Background: an optimization exercise with open tools, aiming at small area, a short achievable clock period and few clock cycles per item. Do not read the settings as production practice. In this exercise RTL edits were held to simulation tests only and were not proved equivalent to the original.

## flow/run.sh

```bash
#!/bin/bash
set -euo pipefail
bash standard.sh ADDER_MAP_FILE= finish > flow_make.log 2>&1
```

## standard.sh

```bash
#!/bin/bash
# synth_recipe.tcl (not shown) runs the flow's synth.tcl, then flattens the netlist and writes it again
# the make line also repeats each setting of config.mk as NAME=value (left out here)
make -C /OpenROAD-flow-scripts/flow DESIGN_CONFIG=/design/flow/config.mk WORK_HOME=/design/flow/orfs CLKGATE_MAP_FILE= SYNTH_SCRIPT=/design/flow/synth_recipe.tcl "${@:-finish}"
```

## config.mk

```make
export PLATFORM = sky130hd
export DESIGN_NAME = square_root_unit
export DESIGN_NICKNAME = square_root_unit
export VERILOG_FILES = /design/flow/design.v
export SDC_FILE = /design/flow/constraint.sdc
export NUM_CORES = 4
export LEC_CHECK = 0
export ABC_AREA = 1
export CAP_MARGIN = 20
export CORE_MARGIN = 2
export CORE_UTILIZATION = 50
export CTS_BUF_LIST = sky130_fd_sc_hd__clkbuf_16
export CTS_CLUSTER_DIAMETER = 80
export CTS_CLUSTER_SIZE = 32
export SETUP_SLACK_MARGIN = 1.0
export SLEW_MARGIN = 20
```

## constraint.sdc

```tcl
create_clock -name core_clock -period 4.5 [get_ports {aclk}]
set_input_delay 0.9000 -clock core_clock [delete_from_list [all_inputs] [get_ports {aclk}]]
set_output_delay 0.9000 -clock core_clock [all_outputs]
set_load 0.01 [all_outputs]
```

## design.v

```verilog
package sru_pkg;
    localparam int RADICAND_W = 32;
    localparam int ROOT_W     = 24;
    typedef struct packed {
        logic valid;
        logic invalid;
    } sru_ctl_t;
endpackage
module square_root_unit
#(
    parameter int FRAC_BITS = 16
) (
    input  logic                                  aclk,
    input  logic                                  aresetn,
    input  logic                                  s_valid,
    output logic                                  s_ready,
    input  logic signed [sru_pkg::RADICAND_W-1:0] s_radicand,
    output logic                                  m_valid,
    input  logic                                  m_ready,
    output logic        [sru_pkg::ROOT_W-1:0]     m_root,
    output logic                                  m_invalid
);
    logic en;   
    logic neg;
    logic [31:0] x0;   
    assign neg = s_radicand[31];
    assign x0  = {neg, s_radicand[30] | neg, s_radicand[29:0]};
    logic [2:0] rs_s0_j0;
    logic [3:0] d_s0_j0;
    logic fit_s0_j0;
    assign rs_s0_j0 = {1'b0, x0[31:30]};
    assign d_s0_j0 = {1'b0, rs_s0_j0} + {4{1'b1}};
    assign fit_s0_j0 = ~d_s0_j0[3];
    logic [1:0] r_s0_j0;
    assign r_s0_j0 = fit_s0_j0 ? d_s0_j0[1:0] : rs_s0_j0[1:0];
    logic [0:0] q_s0_j0;
    assign q_s0_j0 = ~fit_s0_j0;
    logic [29:0] x_s0_j0;
    assign x_s0_j0 = x0[29:0];
    logic [3:0] rs_s0_j1;
    logic [4:0] d_s0_j1;
    logic fit_s0_j1;
    assign rs_s0_j1 = {r_s0_j0, x_s0_j0[29:28]};
    assign d_s0_j1 = {1'b0, rs_s0_j1} + {{2{1'b1}}, q_s0_j0, 2'b11};
    assign fit_s0_j1 = ~d_s0_j1[4];
    logic [2:0] r_s0_j1;
    assign r_s0_j1 = fit_s0_j1 ? d_s0_j1[2:0] : rs_s0_j1[2:0];
    logic [1:0] q_s0_j1;
    assign q_s0_j1 = {q_s0_j0, ~fit_s0_j1};
    logic [27:0] x_s0_j1;
    assign x_s0_j1 = x_s0_j0[27:0];
    logic [4:0] rs_s0_j2;
    logic [5:0] d_s0_j2;
    logic fit_s0_j2;
    assign rs_s0_j2 = {r_s0_j1, x_s0_j1[27:26]};
    assign d_s0_j2 = {1'b0, rs_s0_j2} + {{2{1'b1}}, q_s0_j1, 2'b11};
    assign fit_s0_j2 = ~d_s0_j2[5];
    logic [3:0] r_s0_j2;
    assign r_s0_j2 = fit_s0_j2 ? d_s0_j2[3:0] : rs_s0_j2[3:0];
    logic [2:0] q_s0_j2;
    assign q_s0_j2 = {q_s0_j1, ~fit_s0_j2};
    logic [25:0] x_s0_j2;
    assign x_s0_j2 = x_s0_j1[25:0];
    logic [3:0] R0;
    logic [2:0] Q0;
    logic [25:0] X0;
    logic v0;
    always_ff @(posedge aclk) begin
        if (!aresetn) v0 <= 1'b0;
        else if (en) v0 <= s_valid;
    end
    always_ff @(posedge aclk) begin
        if (en) begin
            R0 <= r_s0_j2;
            Q0 <= q_s0_j2;
            X0 <= x_s0_j2;
        end
    end
    logic [5:0] rs_s1_j3;
    logic [6:0] d_s1_j3;
    logic fit_s1_j3;
    assign rs_s1_j3 = {R0, X0[25:24]};
    assign d_s1_j3 = {1'b0, rs_s1_j3} + {{2{1'b1}}, Q0, 2'b11};
    assign fit_s1_j3 = ~d_s1_j3[6];
    logic [4:0] r_s1_j3;
    assign r_s1_j3 = fit_s1_j3 ? d_s1_j3[4:0] : rs_s1_j3[4:0];
    logic [3:0] q_s1_j3;
    assign q_s1_j3 = {Q0, ~fit_s1_j3};
    logic [23:0] x_s1_j3;
    assign x_s1_j3 = X0[23:0];
    logic [6:0] rs_s1_j4;
    logic [7:0] d_s1_j4;
    logic fit_s1_j4;
    assign rs_s1_j4 = {r_s1_j3, x_s1_j3[23:22]};
    assign d_s1_j4 = {1'b0, rs_s1_j4} + {{2{1'b1}}, q_s1_j3, 2'b11};
    assign fit_s1_j4 = ~d_s1_j4[7];
    logic [5:0] r_s1_j4;
    assign r_s1_j4 = fit_s1_j4 ? d_s1_j4[5:0] : rs_s1_j4[5:0];
    logic [4:0] q_s1_j4;
    assign q_s1_j4 = {q_s1_j3, ~fit_s1_j4};
    logic [21:0] x_s1_j4;
    assign x_s1_j4 = x_s1_j3[21:0];
    logic [7:0] rs_s1_j5;
    logic [8:0] d_s1_j5;
    logic fit_s1_j5;
    assign rs_s1_j5 = {r_s1_j4, x_s1_j4[21:20]};
    assign d_s1_j5 = {1'b0, rs_s1_j5} + {{2{1'b1}}, q_s1_j4, 2'b11};
    assign fit_s1_j5 = ~d_s1_j5[8];
    logic [6:0] r_s1_j5;
    assign r_s1_j5 = fit_s1_j5 ? d_s1_j5[6:0] : rs_s1_j5[6:0];
    logic [5:0] q_s1_j5;
    assign q_s1_j5 = {q_s1_j4, ~fit_s1_j5};
    logic [19:0] x_s1_j5;
    assign x_s1_j5 = x_s1_j4[19:0];
    logic [6:0] R1;
    logic [5:0] Q1;
    logic [19:0] X1;
    logic v1;
    always_ff @(posedge aclk) begin
        if (!aresetn) v1 <= 1'b0;
        else if (en) v1 <= v0;
    end
    always_ff @(posedge aclk) begin
        if (en) begin
            R1 <= r_s1_j5;
            Q1 <= q_s1_j5;
            X1 <= x_s1_j5;
        end
    end
    logic [8:0] rs_s2_j6;
    logic [9:0] d_s2_j6;
    logic fit_s2_j6;
    assign rs_s2_j6 = {R1, X1[19:18]};
    assign d_s2_j6 = {1'b0, rs_s2_j6} + {{2{1'b1}}, Q1, 2'b11};
    assign fit_s2_j6 = ~d_s2_j6[9];
    logic [7:0] r_s2_j6;
    assign r_s2_j6 = fit_s2_j6 ? d_s2_j6[7:0] : rs_s2_j6[7:0];
    logic [6:0] q_s2_j6;
    assign q_s2_j6 = {Q1, ~fit_s2_j6};
    logic [17:0] x_s2_j6;
    assign x_s2_j6 = X1[17:0];
    logic [9:0] rs_s2_j7;
    logic [10:0] d_s2_j7;
    logic fit_s2_j7;
    assign rs_s2_j7 = {r_s2_j6, x_s2_j6[17:16]};
    assign d_s2_j7 = {1'b0, rs_s2_j7} + {{2{1'b1}}, q_s2_j6, 2'b11};
    assign fit_s2_j7 = ~d_s2_j7[10];
    logic [8:0] r_s2_j7;
    assign r_s2_j7 = fit_s2_j7 ? d_s2_j7[8:0] : rs_s2_j7[8:0];
    logic [7:0] q_s2_j7;
    assign q_s2_j7 = {q_s2_j6, ~fit_s2_j7};
    logic [15:0] x_s2_j7;
    assign x_s2_j7 = x_s2_j6[15:0];
    logic [8:0] R2;
    logic [7:0] Q2;
    logic [15:0] X2;
    logic v2;
    always_ff @(posedge aclk) begin
        if (!aresetn) v2 <= 1'b0;
        else if (en) v2 <= v1;
    end
    always_ff @(posedge aclk) begin
        if (en) begin
            R2 <= r_s2_j7;
            Q2 <= q_s2_j7;
            X2 <= x_s2_j7;
        end
    end
    logic [10:0] rs_s3_j8;
    logic [11:0] d_s3_j8;
    logic fit_s3_j8;
    assign rs_s3_j8 = {R2, X2[15:14]};
    assign d_s3_j8 = {1'b0, rs_s3_j8} + {{2{1'b1}}, Q2, 2'b11};
    assign fit_s3_j8 = ~d_s3_j8[11];
    logic [9:0] r_s3_j8;
    assign r_s3_j8 = fit_s3_j8 ? d_s3_j8[9:0] : rs_s3_j8[9:0];
    logic [8:0] q_s3_j8;
    assign q_s3_j8 = {Q2, ~fit_s3_j8};
    logic [13:0] x_s3_j8;
    assign x_s3_j8 = X2[13:0];
    logic [11:0] rs_s3_j9;
    logic [12:0] d_s3_j9;
    logic fit_s3_j9;
    assign rs_s3_j9 = {r_s3_j8, x_s3_j8[13:12]};
    assign d_s3_j9 = {1'b0, rs_s3_j9} + {{2{1'b1}}, q_s3_j8, 2'b11};
    assign fit_s3_j9 = ~d_s3_j9[12];
    logic [10:0] r_s3_j9;
    assign r_s3_j9 = fit_s3_j9 ? d_s3_j9[10:0] : rs_s3_j9[10:0];
    logic [9:0] q_s3_j9;
    assign q_s3_j9 = {q_s3_j8, ~fit_s3_j9};
    logic [11:0] x_s3_j9;
    assign x_s3_j9 = x_s3_j8[11:0];
    logic [10:0] R3;
    logic [9:0] Q3;
    logic [11:0] X3;
    logic v3;
    always_ff @(posedge aclk) begin
        if (!aresetn) v3 <= 1'b0;
        else if (en) v3 <= v2;
    end
    always_ff @(posedge aclk) begin
        if (en) begin
            R3 <= r_s3_j9;
            Q3 <= q_s3_j9;
            X3 <= x_s3_j9;
        end
    end
    logic [12:0] rs_s4_j10;
    logic [13:0] d_s4_j10;
    logic fit_s4_j10;
    assign rs_s4_j10 = {R3, X3[11:10]};
    assign d_s4_j10 = {1'b0, rs_s4_j10} + {{2{1'b1}}, Q3, 2'b11};
    assign fit_s4_j10 = ~d_s4_j10[13];
    logic [11:0] r_s4_j10;
    assign r_s4_j10 = fit_s4_j10 ? d_s4_j10[11:0] : rs_s4_j10[11:0];
    logic [10:0] q_s4_j10;
    assign q_s4_j10 = {Q3, ~fit_s4_j10};
    logic [9:0] x_s4_j10;
    assign x_s4_j10 = X3[9:0];
    logic [13:0] rs_s4_j11;
    logic [14:0] d_s4_j11;
    logic fit_s4_j11;
    assign rs_s4_j11 = {r_s4_j10, x_s4_j10[9:8]};
    assign d_s4_j11 = {1'b0, rs_s4_j11} + {{2{1'b1}}, q_s4_j10, 2'b11};
    assign fit_s4_j11 = ~d_s4_j11[14];
    logic [12:0] r_s4_j11;
    assign r_s4_j11 = fit_s4_j11 ? d_s4_j11[12:0] : rs_s4_j11[12:0];
    logic [11:0] q_s4_j11;
    assign q_s4_j11 = {q_s4_j10, ~fit_s4_j11};
    logic [7:0] x_s4_j11;
    assign x_s4_j11 = x_s4_j10[7:0];
    logic [12:0] R4;
    logic [11:0] Q4;
    logic [7:0] X4;
    logic v4;
    always_ff @(posedge aclk) begin
        if (!aresetn) v4 <= 1'b0;
        else if (en) v4 <= v3;
    end
    always_ff @(posedge aclk) begin
        if (en) begin
            R4 <= r_s4_j11;
            Q4 <= q_s4_j11;
            X4 <= x_s4_j11;
        end
    end
    logic [14:0] rs_s5_j12;
    logic [15:0] d_s5_j12;
    logic fit_s5_j12;
    assign rs_s5_j12 = {R4, X4[7:6]};
    assign d_s5_j12 = {1'b0, rs_s5_j12} + {{2{1'b1}}, Q4, 2'b11};
    assign fit_s5_j12 = ~d_s5_j12[15];
    logic [13:0] r_s5_j12;
    assign r_s5_j12 = fit_s5_j12 ? d_s5_j12[13:0] : rs_s5_j12[13:0];
    logic [12:0] q_s5_j12;
    assign q_s5_j12 = {Q4, ~fit_s5_j12};
    logic [5:0] x_s5_j12;
    assign x_s5_j12 = X4[5:0];
    logic [15:0] rs_s5_j13;
    logic [16:0] d_s5_j13;
    logic fit_s5_j13;
    assign rs_s5_j13 = {r_s5_j12, x_s5_j12[5:4]};
    assign d_s5_j13 = {1'b0, rs_s5_j13} + {{2{1'b1}}, q_s5_j12, 2'b11};
    assign fit_s5_j13 = ~d_s5_j13[16];
    logic [14:0] r_s5_j13;
    assign r_s5_j13 = fit_s5_j13 ? d_s5_j13[14:0] : rs_s5_j13[14:0];
    logic [13:0] q_s5_j13;
    assign q_s5_j13 = {q_s5_j12, ~fit_s5_j13};
    logic [3:0] x_s5_j13;
    assign x_s5_j13 = x_s5_j12[3:0];
    logic [14:0] R5;
    logic [13:0] Q5;
    logic [3:0] X5;
    logic v5;
    always_ff @(posedge aclk) begin
        if (!aresetn) v5 <= 1'b0;
        else if (en) v5 <= v4;
    end
    always_ff @(posedge aclk) begin
        if (en) begin
            R5 <= r_s5_j13;
            Q5 <= q_s5_j13;
            X5 <= x_s5_j13;
        end
    end
    logic [16:0] rs_s6_j14;
    logic [17:0] d_s6_j14;
    logic fit_s6_j14;
    assign rs_s6_j14 = {R5, X5[3:2]};
    assign d_s6_j14 = {1'b0, rs_s6_j14} + {{2{1'b1}}, Q5, 2'b11};
    assign fit_s6_j14 = ~d_s6_j14[17];
    logic [15:0] r_s6_j14;
    assign r_s6_j14 = fit_s6_j14 ? d_s6_j14[15:0] : rs_s6_j14[15:0];
    logic [14:0] q_s6_j14;
    assign q_s6_j14 = {Q5, ~fit_s6_j14};
    logic [1:0] x_s6_j14;
    assign x_s6_j14 = X5[1:0];
    logic [17:0] rs_s6_j15;
    logic [18:0] d_s6_j15;
    logic fit_s6_j15;
    assign rs_s6_j15 = {r_s6_j14, x_s6_j14[1:0]};
    assign d_s6_j15 = {1'b0, rs_s6_j15} + {{2{1'b1}}, q_s6_j14, 2'b11};
    assign fit_s6_j15 = ~d_s6_j15[18];
    logic [16:0] r_s6_j15;
    assign r_s6_j15 = fit_s6_j15 ? d_s6_j15[16:0] : rs_s6_j15[16:0];
    logic [15:0] q_s6_j15;
    assign q_s6_j15 = {q_s6_j14, ~fit_s6_j15};
    logic [16:0] R6;
    logic [15:0] Q6;
    logic v6;
    always_ff @(posedge aclk) begin
        if (!aresetn) v6 <= 1'b0;
        else if (en) v6 <= v5;
    end
    always_ff @(posedge aclk) begin
        if (en) begin
            R6 <= r_s6_j15;
            Q6 <= q_s6_j15;
        end
    end
    logic [18:0] rs_s7_j16;
    logic [19:0] d_s7_j16;
    logic fit_s7_j16;
    assign rs_s7_j16 = {R6, 2'b00};
    assign d_s7_j16 = {1'b0, rs_s7_j16} + {{2{1'b1}}, Q6, 2'b11};
    assign fit_s7_j16 = ~d_s7_j16[19];
    logic [17:0] r_s7_j16;
    assign r_s7_j16 = fit_s7_j16 ? d_s7_j16[17:0] : rs_s7_j16[17:0];
    logic [16:0] q_s7_j16;
    assign q_s7_j16 = {Q6, ~fit_s7_j16};
    logic [19:0] rs_s7_j17;
    logic [20:0] d_s7_j17;
    logic fit_s7_j17;
    assign rs_s7_j17 = {r_s7_j16, 2'b00};
    assign d_s7_j17 = {1'b0, rs_s7_j17} + {{2{1'b1}}, q_s7_j16, 2'b11};
    assign fit_s7_j17 = ~d_s7_j17[20];
    logic [18:0] r_s7_j17;
    assign r_s7_j17 = fit_s7_j17 ? d_s7_j17[18:0] : rs_s7_j17[18:0];
    logic [17:0] q_s7_j17;
    assign q_s7_j17 = {q_s7_j16, ~fit_s7_j17};
    logic [18:0] R7;
    logic [17:0] Q7;
    logic v7;
    always_ff @(posedge aclk) begin
        if (!aresetn) v7 <= 1'b0;
        else if (en) v7 <= v6;
    end
    always_ff @(posedge aclk) begin
        if (en) begin
            R7 <= r_s7_j17;
            Q7 <= q_s7_j17;
        end
    end
    logic [20:0] rs_s8_j18;
    logic [21:0] d_s8_j18;
    logic fit_s8_j18;
    assign rs_s8_j18 = {R7, 2'b00};
    assign d_s8_j18 = {1'b0, rs_s8_j18} + {{2{1'b1}}, Q7, 2'b11};
    assign fit_s8_j18 = ~d_s8_j18[21];
    logic [19:0] r_s8_j18;
    assign r_s8_j18 = fit_s8_j18 ? d_s8_j18[19:0] : rs_s8_j18[19:0];
    logic [18:0] q_s8_j18;
    assign q_s8_j18 = {Q7, ~fit_s8_j18};
    logic [21:0] rs_s8_j19;
    logic [22:0] d_s8_j19;
    logic fit_s8_j19;
    assign rs_s8_j19 = {r_s8_j18, 2'b00};
    assign d_s8_j19 = {1'b0, rs_s8_j19} + {{2{1'b1}}, q_s8_j18, 2'b11};
    assign fit_s8_j19 = ~d_s8_j19[22];
    logic [20:0] r_s8_j19;
    assign r_s8_j19 = fit_s8_j19 ? d_s8_j19[20:0] : rs_s8_j19[20:0];
    logic [19:0] q_s8_j19;
    assign q_s8_j19 = {q_s8_j18, ~fit_s8_j19};
    logic [20:0] R8;
    logic [19:0] Q8;
    logic v8;
    always_ff @(posedge aclk) begin
        if (!aresetn) v8 <= 1'b0;
        else if (en) v8 <= v7;
    end
    always_ff @(posedge aclk) begin
        if (en) begin
            R8 <= r_s8_j19;
            Q8 <= q_s8_j19;
        end
    end
    logic [22:0] rs_s9_j20;
    logic [23:0] d_s9_j20;
    logic fit_s9_j20;
    assign rs_s9_j20 = {R8, 2'b00};
    assign d_s9_j20 = {1'b0, rs_s9_j20} + {{2{1'b1}}, Q8, 2'b11};
    assign fit_s9_j20 = ~d_s9_j20[23];
    logic [21:0] r_s9_j20;
    assign r_s9_j20 = fit_s9_j20 ? d_s9_j20[21:0] : rs_s9_j20[21:0];
    logic [20:0] q_s9_j20;
    assign q_s9_j20 = {Q8, ~fit_s9_j20};
    logic [23:0] rs_s9_j21;
    logic [24:0] d_s9_j21;
    logic fit_s9_j21;
    assign rs_s9_j21 = {r_s9_j20, 2'b00};
    assign d_s9_j21 = {1'b0, rs_s9_j21} + {{2{1'b1}}, q_s9_j20, 2'b11};
    assign fit_s9_j21 = ~d_s9_j21[24];
    logic [22:0] r_s9_j21;
    assign r_s9_j21 = fit_s9_j21 ? d_s9_j21[22:0] : rs_s9_j21[22:0];
    logic [21:0] q_s9_j21;
    assign q_s9_j21 = {q_s9_j20, ~fit_s9_j21};
    logic [22:0] R9;
    logic [21:0] Q9;
    logic v9;
    always_ff @(posedge aclk) begin
        if (!aresetn) v9 <= 1'b0;
        else if (en) v9 <= v8;
    end
    always_ff @(posedge aclk) begin
        if (en) begin
            R9 <= r_s9_j21;
            Q9 <= q_s9_j21;
        end
    end
    logic [24:0] rs_s10_j22;
    logic [25:0] d_s10_j22;
    logic fit_s10_j22;
    assign rs_s10_j22 = {R9, 2'b00};
    assign d_s10_j22 = {1'b0, rs_s10_j22} + {{2{1'b1}}, Q9, 2'b11};
    assign fit_s10_j22 = ~d_s10_j22[25];
    logic [23:0] r_s10_j22;
    assign r_s10_j22 = fit_s10_j22 ? d_s10_j22[23:0] : rs_s10_j22[23:0];
    logic [22:0] q_s10_j22;
    assign q_s10_j22 = {Q9, ~fit_s10_j22};
    logic [25:0] rs_s10_j23;
    logic [26:0] d_s10_j23;
    logic fit_s10_j23;
    assign rs_s10_j23 = {r_s10_j22, 2'b00};
    assign d_s10_j23 = {1'b0, rs_s10_j23} + {{2{1'b1}}, q_s10_j22, 2'b11};
    assign fit_s10_j23 = ~d_s10_j23[26];
    logic [23:0] q_s10_j23;
    assign q_s10_j23 = {q_s10_j22, ~fit_s10_j23};
    logic hv;
    logic [23:0] hq;
    assign en = ~hv | m_ready;
    always_ff @(posedge aclk) begin
        if (!aresetn) hv <= 1'b0;
        else if (en) hv <= v9;
    end
    always_ff @(posedge aclk) begin
        if (en) begin
            hq <= ~q_s10_j23;
        end
    end
    assign s_ready   = en;
    assign m_valid   = hv;
    assign m_invalid = hq[23] & hq[22];
    assign m_root    = hq & {24{~m_invalid}};
endmodule
```

==> results_tabular.tex, run 1 <==
\begin{tabular}{lr}
\hline
Metric & Value \\
\hline
\multicolumn{2}{l}{\textbf{Synth}} \\
\quad Net count after synthesis & roughly 4700 \\
\quad Share of synthesized area occupied by flip-flops and latches & between 30 and 40\% \\
\quad Share of the synthesized area in the top cell type & a little over a third \\
\quad Area fraction in compound gates after synthesis & about 7.6\% \\
\quad Adder-cell share of the synthesized area & 0\% \\
\quad Synth Area in XOR/XNOR & just under 4\% \\
\quad Number of synthesized register bits & between 300 and 400 \\
\quad Multiplexer share of the synthesized area & 0\% \\
\quad Yosys warns & 1 \\
\quad Synth Area per Inst & 6.59 um2 \\
\quad Post-synthesis instance total & $\sim$4700 \\
\quad Post-Syn Area & approximately 31000 um2 \\
\quad Main synth FF type & edfxtp\_1 \\
\quad Synth area leaders & edfxtp\_1, nand2\_1, inv\_1 \\
\quad Fraction of registers with async set/reset & 0\% \\
\quad Library cell with the largest summed area after synthesis & edfxtp\_1 \\
\quad Post-synthesis cell type count & 53 \\
\quad Number of enable flip-flop cells after synthesis & between 300 and 400 \\
\quad Fraction of the mapped netlist area in simple logic gates & just over 40\% \\
\quad Main combinational cell family by area after synthesis & simple AND/OR/NAND/NOR gates \\
\multicolumn{2}{l}{\textbf{Timing}} \\
\quad Largest clock skew in the final design & between 0.03 and 0.04 ns \\
\quad Relative slew slack & $\sim$39\% \\
\quad Post-layout minimum cycle time & roughly 3.4 ns \\
\quad Post-Route Setup TNS & 0 ns \\
\quad Final count of negative-setup-slack endpoints & 0 \\
\quad Number of failing hold endpoints at the final stage & 0 \\
\quad RSZ-0062 raised after global routing & yes \\
\quad Max Freq & just under 0.3 GHz \\
\quad Slew Limit Fails & 0 \\
\quad Worst slew pin tran & a little over 0.9 ns \\
\quad Post-route fraction of the period consumed by the critical path & between 70\% and 80\% \\
\multicolumn{2}{l}{\textbf{Global route}} \\
\quad Antenna violations before repair & 0 \\
\quad Number of global-route vias before repair & between 20000 and 30000 \\
\quad Remaining Overflow, GRT & 0 \\
\quad Global-route usage over all layers & approximately a quarter \\
\quad Global-route wire length before repair & approximately 130000 um \\
\quad Maximum number of pins on one net before global-route repair & around 150 \\
\multicolumn{2}{l}{\textbf{Layout}} \\
\quad \# nets final & 4978 \\
\quad Share of post-route cells with drive strength above 1 & 13.6\% \\
\quad Synthesis-to-layout area growth & 16.7\% \\
\multicolumn{2}{l}{\textbf{Setup path}} \\
\quad Worst setup path start & Q8[14]\$\_DFFE\_PP\_ \\
\quad Crit path required time & 4.85 ns \\
\quad Worst Setup Path Type & reg2reg \\
\quad Critical path peak fanout & 8 \\
\quad Path depth of the worst reg2reg path & 21 \\
\quad Type of element capturing the critical path & flip-flop \\
\quad Category of the worst setup path launch point & flip-flop \\
\quad RR Startpoint & Q8[14]\$\_DFFE\_PP\_ \\
\quad Timing endpoint of the critical path & R9[18]\$\_DFFE\_PP\_ \\
\quad Worst r2r dst & R9[18]\$\_DFFE\_PP\_ \\
\quad Worst-case register-to-register setup slack & about 1.1 ns \\
\quad Critical path data arrival time & 3.75 ns \\
\multicolumn{2}{l}{\textbf{Floorplan}} \\
\quad Area of the core & 61400 um2 \\
\quad Die span in y & between 200 and 300 um \\
\quad Starting density of the core & 50.3\% \\
\quad Floorplan die width & approximately 250 um \\
\quad Die Outline Area & between 60000 and 70000 um2 \\
\quad Number of core rows & between 90 and 100 \\
\quad IO Pins & 63 \\
\multicolumn{2}{l}{\textbf{Placed design}} \\
\quad Total of buffers placed on input and output ports & 62 \\
\quad HPWL after detailed placement & between 60000 and 70000 um \\
\quad Routability-driven placement congestion ratio & 0.955 \\
\multicolumn{2}{l}{\textbf{Clock tree}} \\
\quad Number of hold-repair buffers added at the cts stage & 0 \\
\quad Clock tree sinks & 386 \\
\quad TritonCTS clock tree & built \\
\quad Level count of the clock H-tree & 1 \\
\quad Clock transition time at the flip-flop clock pins of the worst setup and hold paths & around 0.11 ns \\
\quad Clock insertion delay at the later pin of the skew report & between 0.6 and 0.7 ns \\
\quad Clock tree root driver cell & clkbuf\_16 \\
\quad Total clock buffers created by CTS & 28 \\
\quad Clk buf depth & 3 \\
\multicolumn{2}{l}{\textbf{Detailed routing}} \\
\quad Antenna violation net count after detailed routing & 0 \\
\quad Total via count after detailed routing & slightly below 30000 \\
\quad Routed Wire Length & between 80000 and 90000 um \\
\quad DR WL/cell & 15.0 um \\
\quad Routed vias/inst & between 5 and 6 \\
\quad Total iterations of the first detailed-routing run & 6 \\
\quad 1st-iter DRT viols & about 1900 \\
\quad DRC violations left & 0 \\
\multicolumn{2}{l}{\textbf{Status}} \\
\quad Outcome & finished clean \\
\multicolumn{2}{l}{\textbf{Run}} \\
\quad Number of violations of the max-capacitance limit & 0 \\
\multicolumn{2}{l}{\textbf{Hold path}} \\
\quad Path type of the worst min-delay path & reg2reg \\
\hline
\end{tabular}
how the worst min path moves through the flow:
stage	cells past startpoint	startpoint	slack (ns)	end
3_3_place_gp	0	X2[4]$_DFFE_PP_	0.40	X3[4]$_DFFE_PP_
2_1_floorplan	0	X0[0]$_DFFE_PP_	0.40	X1[0]$_DFFE_PP_
5_1_grt	0	X2[10]$_DFFE_PP_	0.42	X3[10]$_DFFE_PP_
4_1_cts	0	X2[10]$_DFFE_PP_	0.40	X3[10]$_DFFE_PP_
3_5_place_dp	0	X0[8]$_DFFE_PP_	0.40	X1[8]$_DFFE_PP_
6_report	0	X2[10]$_DFFE_PP_	0.40	X3[10]$_DFFE_PP_
Yosys cell counts (17+ instances only):
cell	n
nand2_1	1760
nand3_2	28
or2_2	32
nand4_1	97
inv_2	32
nor2_2	19
xor2_1	97
o211ai_1	18
inv_1	659
a21oi_1	120
nor3_1	17
o21ai_1	45
buf_6	18
nand3_1	433
edfxtp_1	375
xnor2_1	42
nand3b_1	20
nand2_2	52
o21ai_0	170
nor2_1	500
metrics by stage:
| stage | hold WS, ns | std cells | utilization, % | worst slack, ns | area (um2) |
|---|---|---|---|---|---|
| 2_1_floorplan | 0.400 | 4690 | - | 1.05 | 30900 |
| 3_5_place_dp | 0.405 | 5513 | 52.6 | 0.528 | 32300 |
| 4_1_cts | 0.403 | 5600 | 55.2 | 0.959 | 33900 |
| 3_3_place_gp | 0.401 | 5513 | 52.6 | 0.496 | 32300 |
| 5_1_grt | 0.418 | 5753 | 58.8 | 0.901 | 36100 |
| 6_report | 0.400 | 5754 | 58.8 | 1.10 | 36100 |
critical path, cell delays in order (launching register included):
cell and delay, ns:
edfxtp_1 0.52, nand2_2 0.11, buf_4 0.15, a21oi_1 0.18, nand2_1 0.10, nand2_2 0.10, a21oi_4 0.09, buf_12 0.14
buf_4 0.13, nand3_2 0.20, nand2_1 0.12, nand3_1 0.10, nand2_1 0.08, o21ai_1 0.18, nand2_1 0.08, nand2_1 0.12
clkinv_1 0.12, nand3_4 0.13, nand2_8 0.10, buf_4 0.18, nand4_1 0.10, nand2_1 0.08
placed cells by master (no fill, tap or decap), drive strengths merged, types with 4 or more instances in the layout:
cell / netlist / routed
a31oi: 12 / 12
a21boi: 15 / 15
edfxtp: 375 / 375
o21a: 7 / 7
a21o: 4 / 4
a21oi: 130 / 130
xor2: 97 / 97
or2: 36 / 36
dfxtp: 11 / 11
nand3: 465 / 468
clkdlybuf4s50: 0 / 62
o21bai: 11 / 11
inv: 692 / 706
buf: 47 / 202
nand4: 99 / 99
clkinv: 1 / 6
o211ai: 18 / 18
nand3b: 21 / 21
clkbuf: 5 / 32
nand2: 1817 / 1821
nor2: 528 / 528
o21ai: 218 / 218
and2: 9 / 9
nor3: 18 / 18
xnor2: 42 / 42
registers in the layout, summed over array words and instances (netlist names), 13 cells and up:
register	cells
hq	24
R6	17
X2	16
X0	26
R9	22
Q9	22
R8	20
R7	18
R5	15
X1	20
R4	13
Q5	14
Q6	16
Q8	20
Q7	18
what timing repair did:
action / 4_1_cts / 5_1_grt
gates cloned: 4 / 6
gates resized for setup: 56 / 286
pin swaps: 10 / 65
endpoints found under the setup margin: 113 / 143
setup buffers: 32 / 147
cell type report:
cell class | count | area (um2)
diodes | 1 | 2.50
clock buffers | 29 | 726
clock inverters | 22 | 360
fillers | 6033 | 25300
inverters | 693 | 2650
multi-input cells | 3566 | 17400
flip-flops and latches | 386 | 11500
well taps | 790 | 988
repair buffers | 267 | 2450
kinds of logic (layout without fill, tap and decap cells):
kind of cell    Yosys count  in the layout
compound gates          419            419
xor+xnor                139            139
buf+inv                 745           1011
flops                   386            386
other cells               0              1
simple gates           3001           3008
layer usage:
metal  GRT usage, %  wire length, um
met4           6.26             2050
met5              0                0
met3           2.52             3390
met1           33.7            38700
met2           46.6            42400
Testbench counts, summed over its fixed seeds: cycles 32,088, items 32,000.
==> inputs of run 2 (changes only) <==
--- a/config.mk
+++ b/config.mk
@@ -14,3 +14,3 @@
 export CTS_CLUSTER_SIZE = 32
-export SETUP_SLACK_MARGIN = 1.0
+export SETUP_SLACK_MARGIN = 0.6
 export SLEW_MARGIN = 20
==> results_tabular.tex, run 2 <==
\begin{tabular}{lr}
\hline
Metric & Value \\
\hline
\multicolumn{2}{l}{\textbf{Setup path}} \\
\quad Path depth of the worst reg2reg path & 23 (+9.5\%) \\
\quad Worst r2r dst & R8[3]\$\_DFFE\_PP\_ \\
\quad Crit path required time & 4.83 ns (-0.02 ns) \\
\quad RR Startpoint & Q7[6]\$\_DFFE\_PP\_ \\
\quad Worst Setup Path Type & reg2reg \\
\quad Type of element capturing the critical path & flip-flop \\
\quad Critical path peak fanout & 17 (+9) \\
\quad Worst-case register-to-register setup slack & 0.83 ns (-0.28 ns) \\
\quad Critical path data arrival time & 4.00 ns (+0.25 ns) \\
\quad Worst setup path start & Q7[6]\$\_DFFE\_PP\_ \\
\quad Category of the worst setup path launch point & flip-flop \\
\multicolumn{2}{l}{\textbf{Placed design}} \\
\quad Routability-driven placement congestion ratio & 0.943 (-1.2\%) \\
\quad Worst slack at placement & 0.509 ns (-0.0189 ns) \\
\quad Total of buffers placed on input and output ports & 62 (unchanged) \\
\quad Placed Area & 32300 um2 (about the same) \\
\quad HPWL after detailed placement & 66700 um (+0.17\%) \\
\multicolumn{2}{l}{\textbf{Global route}} \\
\quad Maximum number of pins on one net before global-route repair & 174 (+20\%) \\
\quad Met3 track demand over resource in global routing & 3.45\% (+0.93 points) \\
\quad Global-route wire length before repair & 133000 um (-1.6\%) \\
\quad Remaining Overflow, GRT & 0 (unchanged) \\
\quad Peak-usage layer in the global routing report & met2 \\
\quad Number of global-route vias before repair & 26000 (-2.7\%) \\
\quad Global-route usage over all layers & 25.9\% (-0.096 points) \\
\quad Met1 usage in global routing & 33.8\% (+0.11 points) \\
\quad Met2 Track Usage GR & 45.2\% (-1.4 points) \\
\quad Antenna violations before repair & 1 (+1) \\
\multicolumn{2}{l}{\textbf{Layout}} \\
\quad Register with the most flip-flops & X0 \\
\quad Synthesis-to-layout area growth & 10.5\% \\
\quad Share of post-route cells with drive strength above 1 & 7.09\% (-6.5 points) \\
\quad Commonest non-fill, non-tap cell in the layout & nand2\_1 \\
\quad Registers with the most flip-flops & X0: 26 flops, hq: 24 flops \\
\quad Fillcell total & 6200 (+2.8\%) \\
\quad Count of inserted antenna diode cells & 0 (-1) \\
\quad \# nets final & 4838 (-2.8\%) \\
\quad Final instance area & 34200 um2 (-5.3\%) \\
\quad Most used cells in the layout excluding fill and tap cells & nand2\_1, inv\_1, nor2\_1 \\
\quad Largest register FFs & 26 (unchanged) \\
\multicolumn{2}{l}{\textbf{Synth}} \\
\quad Library cell with the largest summed area after synthesis & edfxtp\_1 \\
\quad Synth area leaders & edfxtp\_1, nand2\_1, inv\_1 \\
\quad Main synth FF type & edfxtp\_1 \\
\quad Fraction of registers with async set/reset & 0\% (unchanged) \\
\quad Number of enable flip-flop cells after synthesis & 375 (unchanged) \\
\quad Yosys warns & 1 (unchanged) \\
\quad Post-synth top cells & nand2\_1, inv\_1, nor2\_1 \\
\quad Share of the synthesized area in the top cell type & 36.4\% (unchanged) \\
\quad Synth Area per Inst & 6.59 um2 (unchanged) \\
\quad Post-synthesis cell type count & 53 (unchanged) \\
\quad Post-Syn Area & 30900 um2 (unchanged) \\
\quad Library cell with the highest instance count after synthesis & nand2\_1 \\
\quad Share of synthesized area occupied by flip-flops and latches & 37.2\% (unchanged) \\
\quad Number of synthesized register bits & 386 (unchanged) \\
\quad Net count after synthesis & 4726 (unchanged) \\
\quad Post-synthesis instance total & 4690 (unchanged) \\
\multicolumn{2}{l}{\textbf{Clock tree}} \\
\quad Clock tree sinks & 386 (unchanged) \\
\quad Clock transition time at the flip-flop clock pins of the worst setup and hold paths & 0.11 ns (about the same) \\
\quad Level count of the clock H-tree & 2 (+1) \\
\quad Total clock buffers created by CTS & 34 (+21\%) \\
\quad Clk buf depth & 3 (unchanged) \\
\quad Clock tree root driver cell & clkbuf\_16 \\
\quad Clock insertion delay at the later pin of the skew report & 0.59 ns (-0.05 ns) \\
\quad TritonCTS clock tree & built \\
\multicolumn{2}{l}{\textbf{Detailed routing}} \\
\quad Total iterations of the first detailed-routing run & 5 (-1) \\
\quad DRC violations left & 0 (unchanged) \\
\quad Antenna violation net count after detailed routing & 0 (unchanged) \\
\quad Total via count after detailed routing & 28900 (-2.8\%) \\
\quad Routed vias/inst & 5.15 (-0.43\%) \\
\quad 1st-iter DRT viols & 1998 (+5.7\%) \\
\quad DR WL/cell & 15.0 um (-0.47\%) \\
\quad Routed Wire Length & 84100 um (-2.9\%) \\
\multicolumn{2}{l}{\textbf{Floorplan}} \\
\quad Starting density of the core & 50.3\% (unchanged) \\
\quad Die Outline Area & 63800 um2 (unchanged) \\
\quad Area of the core & 61400 um2 (unchanged) \\
\quad Number of core rows & 91 (unchanged) \\
\quad IO Pins & 63 (unchanged) \\
\quad Floorplan die width & 253 um (unchanged) \\
\quad Die span in y & 253 um (unchanged) \\
\multicolumn{2}{l}{\textbf{Timing}} \\
\quad Post-route fraction of the period consumed by the critical path & 81.6\% (+6.2 points) \\
\quad Final count of negative-setup-slack endpoints & 0 (unchanged) \\
\quad Post-route setup slack & 0.828 ns (-0.277 ns) \\
\quad Max Freq & 0.272 GHz (-7.5\%) \\
\quad Slew Limit Fails & 0 (unchanged) \\
\quad Largest clock skew in the final design & 0.0418 ns (+0.00320 ns) \\
\quad RSZ-0062 raised after global routing & yes \\
\quad Post-Route Setup TNS & 0 ns (unchanged) \\
\quad Hold Slack & 0.406 ns (+0.00633 ns) \\
\quad Worst slew pin tran & 1.11 ns (+0.193 ns) \\
\quad Number of failing hold endpoints at the final stage & 0 (unchanged) \\
\quad Post-layout minimum cycle time & 3.67 ns (+0.277 ns) \\
\quad Relative slew slack & 25.9\% (-13 points) \\
\multicolumn{2}{l}{\textbf{Status}} \\
\quad Outcome & finished clean \\
\multicolumn{2}{l}{\textbf{Hold path}} \\
\quad Instance count along the most critical hold path & 0 (unchanged) \\
\quad Start point of the worst min-delay path & X2[1]\$\_DFFE\_PP\_ \\
\quad Path type of the worst min-delay path & reg2reg \\
\quad Hold-critical path endpoint & X3[1]\$\_DFFE\_PP\_ \\
\multicolumn{2}{l}{\textbf{Run}} \\
\quad Number of violations of the max-capacitance limit & 0 (unchanged) \\
\hline
\end{tabular}
==> run 2: cell counts after synthesis <==
No cell type changed its count.
==> run 2: timing repair <==
| action | CTS | global route |
|---|---|---|
| pin swaps | 1 | 8 |
| buffers inserted | 0 | 39 |
| hold buffers | 0 | 0 |
| setup endpoints to repair | 33 | 107 |
| gates resized for setup | 4 | 41 |
| gates cloned | 1 | 1 |
==> run 2: routing by layer <==
layer | vias to the layer above | wire length, um
met5 | - | 0
met4 | 0 | 2010
met3 | 104 | 4090
met2 | 633 | 40300
met1 | 12900 | 37700
li1 | 15300 | -
==> run 2: logic make-up after synthesis <==
| kind of cell | Yosys count | share of synthesized area (%) |
|---|---|---|
| AOI/OAI and AO/OA | 419 | 7.59 |
| xor gates and xnor gates | 139 | 3.94 |
| and+or+nand+nor | 3001 | 41.5 |
| DFF | 386 | 37.2 |
| buffers and inverters | 745 | 9.81 |
==> run 2: worst max-delay path by stage <==
stage                                  to  slack (ns)  cells after the start
after global routing      R8[3]$_DFFE_PP_        0.54                     25
after floorplan                   s_ready        0.85                      2
after global placement    R8[3]$_DFFE_PP_        0.50                     21
after CTS                 R8[3]$_DFFE_PP_        0.59                     21
after detailed placement  R8[3]$_DFFE_PP_        0.51                     21
final                     R8[3]$_DFFE_PP_        0.83                     23
==> run 2: cell type report <==
type                            count  area [um2]  area share (%)
Clock buffer                       37         926            2.71
Clock inverter                     22         418            1.22
Inverter                          693        2630            7.70
Multi-Input combinational cell   3561       16500            48.4
Sequential cell                   386       11500            33.6
Tap cell                          790         988            2.89
Timing Repair Buffer              126        1170            3.43
==> run 2: metrics by stage <==
step	util [%]	cells
CTS	54.9	5574
global route	55.6	5615
floorplan	-	4690
detailed placement	52.6	5514
global placement	52.6	5514
finish	55.6	5615
==> run 2: critical path: stages, from the launching register on <==
cell and delay [ns]:
edfxtp_1 0.50, inv_1 0.12, nand2_1 0.10, nand2_1 0.11, nor2_2 0.22, nand2_1 0.09
nand2_1 0.06, nand2_1 0.04, nand2_1 0.10, nand2_4 0.15, nand3_2 0.13, buf_4 0.22
nand2_1 0.10, nand3_1 0.15, nand2_1 0.17, nor2_2 0.22, nand2_1 0.10, nor2_1 0.12
nand3_1 0.13, nand3_4 0.19, buf_6 0.21, nand2_1 0.07, nand2_1 0.06, nand2_1 0.04
==> inputs of run 3 (changes only) <==
--- a/config.mk
+++ b/config.mk
@@ -14,3 +14,3 @@
 export CTS_CLUSTER_SIZE = 32
-export SETUP_SLACK_MARGIN = 0.6
+export SETUP_SLACK_MARGIN = 0.9
 export SLEW_MARGIN = 20
==> results_tabular.tex, run 3 <==
\begin{tabular}{lr}
\hline
Metric & Value \\
\hline
\multicolumn{2}{l}{\textbf{Status}} \\
\quad Outcome & finished clean \\
\multicolumn{2}{l}{\textbf{Synth}} \\
\quad Synth area leaders & edfxtp\_1, nand2\_1, inv\_1 \\
\quad Main synth FF type & edfxtp\_1 \\
\quad Net count after synthesis & 4726 (unchanged) \\
\quad Synth Area per Inst & 6.59 um2 (unchanged) \\
\quad Post-synth top cells & nand2\_1, inv\_1, nor2\_1 \\
\quad Post-synthesis instance total & 4690 (unchanged) \\
\quad Share of synthesized area occupied by flip-flops and latches & 37.2\% (unchanged) \\
\quad Library cell with the largest summed area after synthesis & edfxtp\_1 \\
\quad Number of synthesized register bits & 386 (unchanged) \\
\quad Yosys warns & 1 (unchanged) \\
\quad Share of the synthesized area in the top cell type & 36.4\% (unchanged) \\
\quad Post-Syn Area & 30900 um2 (unchanged) \\
\quad Library cell with the highest instance count after synthesis & nand2\_1 \\
\quad Number of enable flip-flop cells after synthesis & 375 (unchanged) \\
\quad Post-synthesis cell type count & 53 (unchanged) \\
\quad Fraction of registers with async set/reset & 0\% (unchanged) \\
\multicolumn{2}{l}{\textbf{Floorplan}} \\
\quad Floorplan die width & 253 um (unchanged) \\
\quad Area of the core & 61400 um2 (unchanged) \\
\quad Number of core rows & 91 (unchanged) \\
\quad Starting density of the core & 50.3\% (unchanged) \\
\quad Die span in y & 253 um (unchanged) \\
\quad IO Pins & 63 (unchanged) \\
\quad Die Outline Area & 63800 um2 (unchanged) \\
\multicolumn{2}{l}{\textbf{Run}} \\
\quad Number of violations of the max-capacitance limit & 0 (unchanged) \\
\multicolumn{2}{l}{\textbf{Timing}} \\
\quad Post-layout minimum cycle time & 3.47 ns (-0.206 ns) \\
\quad Final count of negative-setup-slack endpoints & 0 (unchanged) \\
\quad Max Freq & 0.288 GHz (+5.9\%) \\
\quad Worst slew pin tran & 0.941 ns (-0.170 ns) \\
\quad Hold Slack & 0.402 ns (-0.00437 ns) \\
\quad Post-route fraction of the period consumed by the critical path & 77.0\% (-4.6 points) \\
\quad Post-Route Setup TNS & 0 ns (unchanged) \\
\quad Largest clock skew in the final design & 0.0350 ns (-0.00677 ns) \\
\quad Number of failing hold endpoints at the final stage & 0 (unchanged) \\
\quad Slew Limit Fails & 0 (unchanged) \\
\quad RSZ-0062 raised after global routing & yes \\
\quad Relative slew slack & 37.3\% (+11 points) \\
\multicolumn{2}{l}{\textbf{Layout}} \\
\quad Area occupied by multi-input gates & 17100 um2 (+3.5\%) \\
\quad Synthesis-to-layout area growth & 13.6\% \\
\quad Registers with the most flip-flops & X0: 26 flops, hq: 24 flops \\
\quad Final instance area & 35100 um2 (+2.8\%) \\
\quad Register Area & 11500 um2 (unchanged) \\
\quad Share of post-route cells with drive strength above 1 & 10.5\% (+3.4 points) \\
\quad Most used cells in the layout excluding fill and tap cells & nand2\_1, inv\_1, nor2\_1 \\
\quad Register with the most flip-flops & X0 \\
\quad Fillcell total & 6101 (-1.6\%) \\
\quad Count of inserted antenna diode cells & 0 (unchanged) \\
\quad Largest register FFs & 26 (unchanged) \\
\quad Commonest non-fill, non-tap cell in the layout & nand2\_1 \\
\quad \# nets final & 4899 (+1.3\%) \\
\multicolumn{2}{l}{\textbf{Clock tree}} \\
\quad Clk buf depth & 3 (unchanged) \\
\quad Clock tree sinks & 386 (unchanged) \\
\quad Clock insertion delay at the later pin of the skew report & 0.64 ns (+0.05 ns) \\
\quad Clock tree root driver cell & clkbuf\_16 \\
\quad Clock transition time at the flip-flop clock pins of the worst setup and hold paths & 0.11 ns (about the same) \\
\quad Total clock buffers created by CTS & 28 (-18\%) \\
\quad Level count of the clock H-tree & 1 (-1) \\
\quad TritonCTS clock tree & built \\
\multicolumn{2}{l}{\textbf{Global route}} \\
\quad Global-route usage over all layers & 25.8\% (-0.11 points) \\
\quad Antenna violations before repair & 0 (-1) \\
\quad Global-route wire length before repair & 134000 um (+0.85\%) \\
\quad Number of global-route vias before repair & 26500 (+2.1\%) \\
\quad Remaining Overflow, GRT & 0 (unchanged) \\
\quad Maximum number of pins on one net before global-route repair & 145 (-17\%) \\
\multicolumn{2}{l}{\textbf{Setup path}} \\
\quad Library cell appearing most often on the critical path & clkdlybuf4s50\_1 \\
\quad Worst-path cell chain & clkdlybuf4s50\_1 > nor2\_1 > inv\_16 > clkdlybuf4s50\_1 \\
\quad Worst-case register-to-register setup slack & 1.05 ns (+0.22 ns) \\
\quad Critical path data arrival time & 2.57 ns (-1.43 ns) \\
\quad Type of element capturing the critical path & primary output \\
\quad Cell type of the slowest stage on the worst timing path & nor2\_1 \\
\quad Worst Setup Path Type & in2out \\
\quad CP peak stage delay & 0.56 ns (+0.06 ns) \\
\quad Critical path peak fanout & 41 (+24) \\
\quad Crit path required time & 3.60 ns (-1.23 ns) \\
\quad Category of the worst setup path launch point & primary input \\
\multicolumn{2}{l}{\textbf{Detailed routing}} \\
\quad 1st-iter DRT viols & 1832 (-8.3\%) \\
\quad DR WL/cell & 15.0 um (+0.29\%) \\
\quad Routed vias/inst & 5.17 (+0.39\%) \\
\quad Routed Wire Length & 85200 um (+1.3\%) \\
\quad DRC violations left & 0 (unchanged) \\
\quad Total iterations of the first detailed-routing run & 6 (+1) \\
\quad Total via count after detailed routing & 29400 (+1.4\%) \\
\quad Antenna violation net count after detailed routing & 0 (unchanged) \\
\multicolumn{2}{l}{\textbf{Placed design}} \\
\quad HPWL after detailed placement & 66600 um (-0.17\%) \\
\quad Total of buffers placed on input and output ports & 62 (unchanged) \\
\quad Routability-driven placement congestion ratio & 0.955 (+1.3\%) \\
\quad Placed Area & 32300 um2 (about the same) \\
\multicolumn{2}{l}{\textbf{Hold path}} \\
\quad Path type of the worst min-delay path & reg2reg \\
\hline
\end{tabular}
run 3: final timing paths:
| kind | start | end | cells past startpoint |
|---|---|---|---|
| max | m_ready | s_ready | 4 |
| min | X2[10]$_DFFE_PP_ | X3[10]$_DFFE_PP_ | 0 |
| max reg2reg | Q7[13]$_DFFE_PP_ | R8[3]$_DFFE_PP_ | 22 |
| min reg2reg | X2[10]$_DFFE_PP_ | X3[10]$_DFFE_PP_ | 0 |
run 3: through the flow:
stage               utilization [%]  std cells  setup slack (ns)
CTS                            54.8       5582             0.858
global route                   57.2       5674             0.823
finish                         57.2       5674              1.03
detailed placement             52.6       5513             0.528
global placement               52.6       5513             0.496
floorplan                         -       4690              1.05
run 3: per-layer routing:
layer / vias up / wire [um] / share of wire [%] / track usage, %
li1: 15400 / - / - / -
met1: 13200 / 37900 / 45 / 33.6
met2: 619 / 41600 / 49 / 46.1
met3: 100 / 3640 / 4.3 / 2.40
met4: 0 / 1980 / 2.3 / 6.32
met5: - / 0 / 0 / 0
run 3: what timing repair did:
item / in CTS / in global routing
hold buffers: 0 / 0
gates cloned: 2 / 8
setup buffers: 16 / 84
gates resized for setup: 24 / 203
setup endpoints to repair: 92 / 142
pin swaps: 4 / 32
run 3: cells by family after synthesis:
kind of cell           Yosys count  share of synthesized area [%]
flip-flops                     386                           37.2
XOR/XNOR                       139                           3.94
AO/OA/AOI/OAI                  419                           7.59
buffers and inverters          745                           9.81
AND/OR/NAND/NOR               3001                           41.5
run 3: cell type report:
type                    count  share of cell area [%]
clock buffers              29                    2.07
clock inverters            22                    1.03
inverters                 693                    7.53
multi-input cells        3567                    48.8
repair buffers            187                    5.06
well taps                 790                    2.82
flip-flops and latches    386                    32.7
run 3: critical path, delay by kind of cell:
kind / cells / cell delay, ns
and+or+nand+nor: 1 / 0.56
buffers and inverters: 3 / 1.08
==> inputs of run 4 (changes only) <==
--- a/config.mk
+++ b/config.mk
@@ -14,3 +14,3 @@
 export CTS_CLUSTER_SIZE = 32
-export SETUP_SLACK_MARGIN = 0.9
+export SETUP_SLACK_MARGIN = 0.8
 export SLEW_MARGIN = 20
==> results_tabular.tex, run 4 <==
\begin{tabular}{lr}
\hline
Metric & Value \\
\hline
\multicolumn{2}{l}{\textbf{Status}} \\
\quad Outcome & finished clean \\
\multicolumn{2}{l}{\textbf{Layout}} \\
\quad Register with the most flip-flops & X0 \\
\quad \# nets final & 4867 (-0.65\%) \\
\quad Registers with the most flip-flops & X0: 26 flops, hq: 24 flops \\
\quad Largest register FFs & 26 (unchanged) \\
\quad Count of inserted antenna diode cells & 0 (unchanged) \\
\quad Most used cells in the layout excluding fill and tap cells & nand2\_1, inv\_1, nor2\_1 \\
\quad Share of post-route cells with drive strength above 1 & 8.41\% (-2.1 points) \\
\quad Commonest non-fill, non-tap cell in the layout & nand2\_1 \\
\quad Synthesis-to-layout area growth & 11.9\% \\
\multicolumn{2}{l}{\textbf{Timing}} \\
\quad Post-route fraction of the period consumed by the critical path & 77.9\% (+0.85 points) \\
\quad RSZ-0062 raised after global routing & yes \\
\quad Max Freq & 0.285 GHz (-1.1\%) \\
\quad Post-route setup slack & 0.995 ns (-0.0384 ns) \\
\quad Number of failing hold endpoints at the final stage & 0 (unchanged) \\
\quad Worst slew pin tran & 1.09 ns (+0.144 ns) \\
\quad Largest clock skew in the final design & 0.0411 ns (+0.00612 ns) \\
\quad Relative slew slack & 27.6\% (-9.6 points) \\
\quad Post-Route Setup TNS & 0 ns (unchanged) \\
\quad Slew Limit Fails & 0 (unchanged) \\
\quad Post-layout minimum cycle time & 3.50 ns (+0.0384 ns) \\
\quad Final count of negative-setup-slack endpoints & 0 (unchanged) \\
\multicolumn{2}{l}{\textbf{Global route}} \\
\quad Number of global-route vias before repair & 26100 (-1.8\%) \\
\quad Maximum number of pins on one net before global-route repair & 174 (+20\%) \\
\quad Global-route usage over all layers & 26.0\% (+0.14 points) \\
\quad Antenna violations before repair & 1 (+1) \\
\quad Global-route wire length before repair & 133000 um (-0.69\%) \\
\quad Remaining Overflow, GRT & 0 (unchanged) \\
\multicolumn{2}{l}{\textbf{Detailed routing}} \\
\quad DR WL/cell & 15.0 um (-0.20\%) \\
\quad Antenna violation net count after detailed routing & 0 (unchanged) \\
\quad Total iterations of the first detailed-routing run & 5 (-1) \\
\quad Routed Wire Length & 84600 um (-0.73\%) \\
\quad Total via count after detailed routing & 29100 (-0.87\%) \\
\quad 1st-iter DRT viols & 2060 (+12\%) \\
\quad Routed vias/inst & 5.16 (-0.35\%) \\
\quad DRC violations left & 0 (unchanged) \\
\multicolumn{2}{l}{\textbf{Placed design}} \\
\quad HPWL after detailed placement & 66700 um (+0.17\%) \\
\quad Worst slack at placement & 0.509 ns (-0.0189 ns) \\
\quad Total of buffers placed on input and output ports & 62 (unchanged) \\
\quad Routability-driven placement congestion ratio & 0.943 (-1.2\%) \\
\multicolumn{2}{l}{\textbf{Setup path}} \\
\quad Worst setup path start & m\_ready \\
\quad Path depth of the worst reg2reg path & 20 (-9.1\%) \\
\quad Worst-case register-to-register setup slack & 1.0 ns (-0.05 ns) \\
\quad RR Startpoint & R6[15]\$\_DFFE\_PP\_ \\
\quad Category of the worst setup path launch point & primary input \\
\quad Worst Setup Path Type & in2out \\
\quad Crit path required time & 3.60 ns (about the same) \\
\quad Timing endpoint of the critical path & s\_ready \\
\quad Worst r2r dst & R7[3]\$\_DFFE\_PP\_ \\
\quad Critical path peak fanout & 58 (+41\%) \\
\quad Type of element capturing the critical path & primary output \\
\quad Critical path data arrival time & 2.60 ns (+0.03 ns) \\
\multicolumn{2}{l}{\textbf{Clock tree}} \\
\quad Clock tree root driver cell & clkbuf\_16 \\
\quad Level count of the clock H-tree & 2 (+1) \\
\quad Clock insertion delay at the later pin of the skew report & 0.59 ns (-0.05 ns) \\
\quad Clock transition time at the flip-flop clock pins of the worst setup and hold paths & 0.11 ns (about the same) \\
\quad Total clock buffers created by CTS & 34 (+21\%) \\
\quad TritonCTS clock tree & built \\
\quad Clock tree sinks & 386 (unchanged) \\
\quad Clk buf depth & 3 (unchanged) \\
\multicolumn{2}{l}{\textbf{Synth}} \\
\quad Net count after synthesis & 4726 (unchanged) \\
\quad Post-Syn Area & 30900 um2 (unchanged) \\
\quad Post-synthesis cell type count & 53 (unchanged) \\
\quad Post-synthesis instance total & 4690 (unchanged) \\
\quad Main synth FF type & edfxtp\_1 \\
\quad Number of enable flip-flop cells after synthesis & 375 (unchanged) \\
\quad Library cell with the largest summed area after synthesis & edfxtp\_1 \\
\quad Synth area leaders & edfxtp\_1, nand2\_1, inv\_1 \\
\quad Share of the synthesized area in the top cell type & 36.4\% (unchanged) \\
\quad Fraction of registers with async set/reset & 0\% (unchanged) \\
\quad Share of synthesized area occupied by flip-flops and latches & 37.2\% (unchanged) \\
\quad Post-synth top cells & nand2\_1, inv\_1, nor2\_1 \\
\quad Library cell with the highest instance count after synthesis & nand2\_1 \\
\quad Synth Area per Inst & 6.59 um2 (unchanged) \\
\quad Yosys warns & 1 (unchanged) \\
\quad Number of synthesized register bits & 386 (unchanged) \\
\multicolumn{2}{l}{\textbf{Floorplan}} \\
\quad Starting density of the core & 50.3\% (unchanged) \\
\quad Floorplan die width & 253 um (unchanged) \\
\quad IO Pins & 63 (unchanged) \\
\quad Number of core rows & 91 (unchanged) \\
\quad Area of the core & 61400 um2 (unchanged) \\
\quad Die span in y & 253 um (unchanged) \\
\quad Die Outline Area & 63800 um2 (unchanged) \\
\multicolumn{2}{l}{\textbf{Run}} \\
\quad Number of violations of the max-capacitance limit & 0 (unchanged) \\
\multicolumn{2}{l}{\textbf{Hold path}} \\
\quad Path type of the worst min-delay path & reg2reg \\
\hline
\end{tabular}
run 4: logic make-up (layout without fill, tap and decap cells):
group	count (synthesis)	count (layout)	synth area share, %
xor gates and xnor gates	139	139	3.94
and+or+nand+nor	3001	3004	41.5
DFF	386	386	37.2
AOI/OAI and AO/OA	419	419	7.59
buffers and inverters	745	906	9.81
run 4: worst min path at each step:
stage / from / endpoint / slack, ns / cells past startpoint
finish: X2[1]$_DFFE_PP_ / X3[1]$_DFFE_PP_ / 0.41 / 0
global route: X2[1]$_DFFE_PP_ / X3[1]$_DFFE_PP_ / 0.42 / 0
CTS: X2[1]$_DFFE_PP_ / X3[1]$_DFFE_PP_ / 0.41 / 0
detailed placement: X0[11]$_DFFE_PP_ / X1[11]$_DFFE_PP_ / 0.40 / 0
global placement: X4[3]$_DFFE_PP_ / X5[3]$_DFFE_PP_ / 0.40 / 0
floorplan: X0[0]$_DFFE_PP_ / X1[0]$_DFFE_PP_ / 0.40 / 0
run 4: critical path: stages:
cell	delay (ns)
clkdlybuf4s50_1	0.40
nor2_1	0.53
inv_16	0.19
clkdlybuf4s50_1	0.56
run 4: repair_timing:
item                       4_1_cts  5_1_grt
setup buffers                    5       62
resized for setup               12       95
pin swaps                        1       12
cloned                           1        2
setup endpoints to repair       71      138
hold buffers                     0        0
run 4: through the flow:
step	std cells	hold slack (ns)	utilization (%)	area (um2)
global route	5644	0.417	56.3	34600
finish	5644	0.407	56.3	34600
global placement	5514	0.401	52.6	32300
CTS	5579	0.408	55.0	33800
detailed placement	5514	0.405	52.6	32300
floorplan	4690	0.400	-	30900
run 4: routing by layer:
metal / routed length [um] / up-vias / GRT usage [%]
met4: 1890 / 0 / 6.90
met2: 40700 / 587 / 45.3
met3: 3650 / 99 / 3.45
met1: 38300 / 13100 / 33.8
li1: - / 15300 / -
met5: 0 / - / 0
run 4: final cells by class:
cell class / instances / area (um2)
Inverter: 693 / 2630
Sequential cell: 386 / 11500
Timing Repair Buffer: 154 / 1410
Multi-Input combinational cell: 3562 / 16700
Clock inverter: 22 / 418
Fill cell: 6186 / 26800
Tap cell: 790 / 988
Clock buffer: 37 / 926
==> inputs of run 5 (changes only) <==
--- a/config.mk
+++ b/config.mk
@@ -10,3 +10,3 @@
 export CORE_MARGIN = 2
-export CORE_UTILIZATION = 50
+export CORE_UTILIZATION = 60
 export CTS_BUF_LIST = sky130_fd_sc_hd__clkbuf_16
==> results_tabular.tex, run 5 <==
\begin{tabular}{lr}
\hline
Metric & Value \\
\hline
\multicolumn{2}{l}{\textbf{Synth}} \\
\quad Multiplexer share of the synthesized area & 0\% (unchanged) \\
\quad Main combinational cell family by area after synthesis & simple AND/OR/NAND/NOR gates \\
\quad Synth Area in XOR/XNOR & 3.94\% (unchanged) \\
\quad Share of the synthesized area in the top cell type & 36.4\% (unchanged) \\
\quad Number of synthesized register bits & 386 (unchanged) \\
\quad Post-synthesis instance total & 4690 (unchanged) \\
\quad Synth area leaders & edfxtp\_1, nand2\_1, inv\_1 \\
\quad Area fraction in compound gates after synthesis & 7.59\% (unchanged) \\
\quad Adder-cell share of the synthesized area & 0\% (unchanged) \\
\quad Fraction of the mapped netlist area in simple logic gates & 41.5\% (unchanged) \\
\quad Post-synthesis cell type count & 53 (unchanged) \\
\multicolumn{2}{l}{\textbf{Clock tree}} \\
\quad Level count of the clock H-tree & 1 (-1) \\
\quad TritonCTS clock tree & built \\
\quad Clock insertion delay at the later pin of the skew report & 0.61 ns (+0.02 ns) \\
\quad Clock transition time at the flip-flop clock pins of the worst setup and hold paths & 0.10 ns (about the same) \\
\quad Clock tree sinks & 386 (unchanged) \\
\multicolumn{2}{l}{\textbf{Placed design}} \\
\quad HPWL after detailed placement & 62800 um (-5.9\%) \\
\multicolumn{2}{l}{\textbf{Setup path}} \\
\quad Cell type of the slowest stage on the worst timing path & edfxtp\_1 \\
\quad Worst setup path start & Q8[2]\$\_DFFE\_PP\_ \\
\quad Category of the worst setup path launch point & flip-flop \\
\quad Critical path data arrival time & 3.90 ns (+1.30 ns) \\
\multicolumn{2}{l}{\textbf{Layout}} \\
\quad Register Area & 11500 um2 (unchanged) \\
\quad Registers with the most flip-flops & X0: 26 flops, hq: 24 flops \\
\quad Register with the most flip-flops & X0 \\
\quad \# nets final & 4856 (-0.23\%) \\
\quad Final core utilization & 66.9\% (+11 points) \\
\quad Count of inserted antenna diode cells & 0 (unchanged) \\
\quad Share of post-route cells with drive strength above 1 & 8.08\% (-0.33 points) \\
\quad Synthesis-to-layout area growth & 10.7\% \\
\quad Largest register FFs & 26 (unchanged) \\
\multicolumn{2}{l}{\textbf{Status}} \\
\quad Outcome & finished clean \\
\multicolumn{2}{l}{\textbf{Global route}} \\
\quad Remaining Overflow, GRT & 0 (unchanged) \\
\quad Maximum number of pins on one net before global-route repair & 161 (-7.5\%) \\
\quad Met1 usage in global routing & 38.3\% (+4.5 points) \\
\quad Global-route wire length before repair & 128000 um (-3.2\%) \\
\quad Global-route usage over all layers & 29.3\% (+3.3 points) \\
\multicolumn{2}{l}{\textbf{Floorplan}} \\
\quad Die span in y & 231 um (-8.6\%) \\
\quad Die Outline Area & 53300 um2 (-16\%) \\
\quad Floorplan die width & 231 um (-8.6\%) \\
\multicolumn{2}{l}{\textbf{Detailed routing}} \\
\quad 1st-iter DRT viols & 2721 (+32\%) \\
\quad Total iterations of the first detailed-routing run & 6 (+1) \\
\quad Antenna violation net count after detailed routing & 0 (unchanged) \\
\multicolumn{2}{l}{\textbf{Timing}} \\
\quad Post-route fraction of the period consumed by the critical path & 78.7\% (+0.82 points) \\
\quad Final count of negative-setup-slack endpoints & 0 (unchanged) \\
\multicolumn{2}{l}{\textbf{Run}} \\
\quad Number of violations of the max-capacitance limit & 0 (unchanged) \\
\multicolumn{2}{l}{\textbf{Hold path}} \\
\quad Instance count along the most critical hold path & 0 (unchanged) \\
\hline
\end{tabular}
[run 5: changes by cell type in the layout (fill, tap and decap cells not counted), sizes merged]
cell / delta
nand3: +3
clkinv: -4
nand2: +2
clkbuf: -10
clkinvlp: +1
buf: -9
inv: +3
[run 5: cell families after synthesis]
family / after synthesis
simple gates: 3001
buf+inv: 745
compound gates: 419
flops: 386
xor+xnor: 139
[run 5: layout make-up]
class / count / area share [%]
Clock inverter: 22 / 1.21
Clock buffer: 27 / 1.98
Inverter: 693 / 7.69
Sequential cell: 386 / 33.6
Multi-Input combinational cell: 3567 / 49.1
Tap cell: 680 / 2.49
Timing Repair Buffer: 145 / 3.93
[run 5: how the worst max path moves through the flow]
stage               cells past startpoint  slack (ns)                to
floorplan                               2        0.85           s_ready
global placement                       18        0.57   R4[0]$_DFFE_PP_
detailed placement                     18        0.48  R4[12]$_DFFE_PP_
CTS                                    20        0.81   R9[9]$_DFFE_PP_
global route                           20        0.75   R7[9]$_DFFE_PP_
finish                                 21        0.96  R9[13]$_DFFE_PP_
[run 5: per-layer routing]
metal,part of all wire (%),vias to the layer above
met1,44,13300
met4,3.1,0
met2,48,866
met5,0,-
met3,5.4,142
li1,-,15300
[run 5: timing repair]
action,4_1_cts,5_1_grt
setup endpoints to repair,69,136
hold buffers,0,0
endpoints found under the hold margin,0,0
cloned,0,8
pin swaps,1,19
buffers inserted,14,43
resized for setup,12,93
[run 5: stage by stage]
stage	hold slack, ns	std cells	worst slack [ns]	cell area [um2]
floorplan	0.400	4690	0.852	30900
global placement	0.401	5406	0.571	32200
detailed placement	0.405	5406	0.484	32200
CTS	0.417	5469	0.808	33400
global route	0.433	5520	0.750	34200
finish	0.416	5520	0.958	34200
[run 5: critical path, delay by kind of cell, from the launching register on]
kind | cells | cell delay, ns
flip-flops | 1 | 0.53
AND/OR/NAND/NOR | 19 | 2.43
buffers and inverters | 2 | 0.31

afterwards: timing with drivers on the ports:
Ports are ideal in the flow. The routed layouts listed here were re-timed in OpenROAD.
Step 1 (the two cells are an assumption about what drives the block):
set clk [get_ports {aclk}]
set_driving_cell -lib_cell sky130_fd_sc_hd__clkbuf_16 $clk
set_driving_cell -lib_cell sky130_fd_sc_hd__buf_2 [delete_from_list [all_inputs] $clk]
Step 2, shift: input delay + t, output delay - t, t = (earliest + latest rising clock arrival at the registers) / 2. This alone moves slack from input paths to output paths.
Slacks: no drivers / after step 1 / after step 2; pairs: no drivers / after step 1.
run | shift t [ns] | setup WS [ns] | clock arrival spread, ns
run 1 | 0.680 | 1.105 / 1.105 / 1.105 | 0.039 / 0.040
run 2 | 0.637 | 0.828 / 0.828 / 0.828 | 0.043 / 0.042
run 3 | 0.681 | 1.034 / 1.011 / 1.011 | 0.036 / 0.037
run 4 | 0.639 | 0.995 / 0.971 / 0.971 | 0.042 / 0.041
run 5 | 0.663 | 0.958 / 0.958 / 0.958 | 0.039 / 0.039
After both steps every run listed still meets setup and hold. For run 4, which loses most, drivers alone change the setup slack by -0.024 ns; drivers and shift together by -0.024 ns.
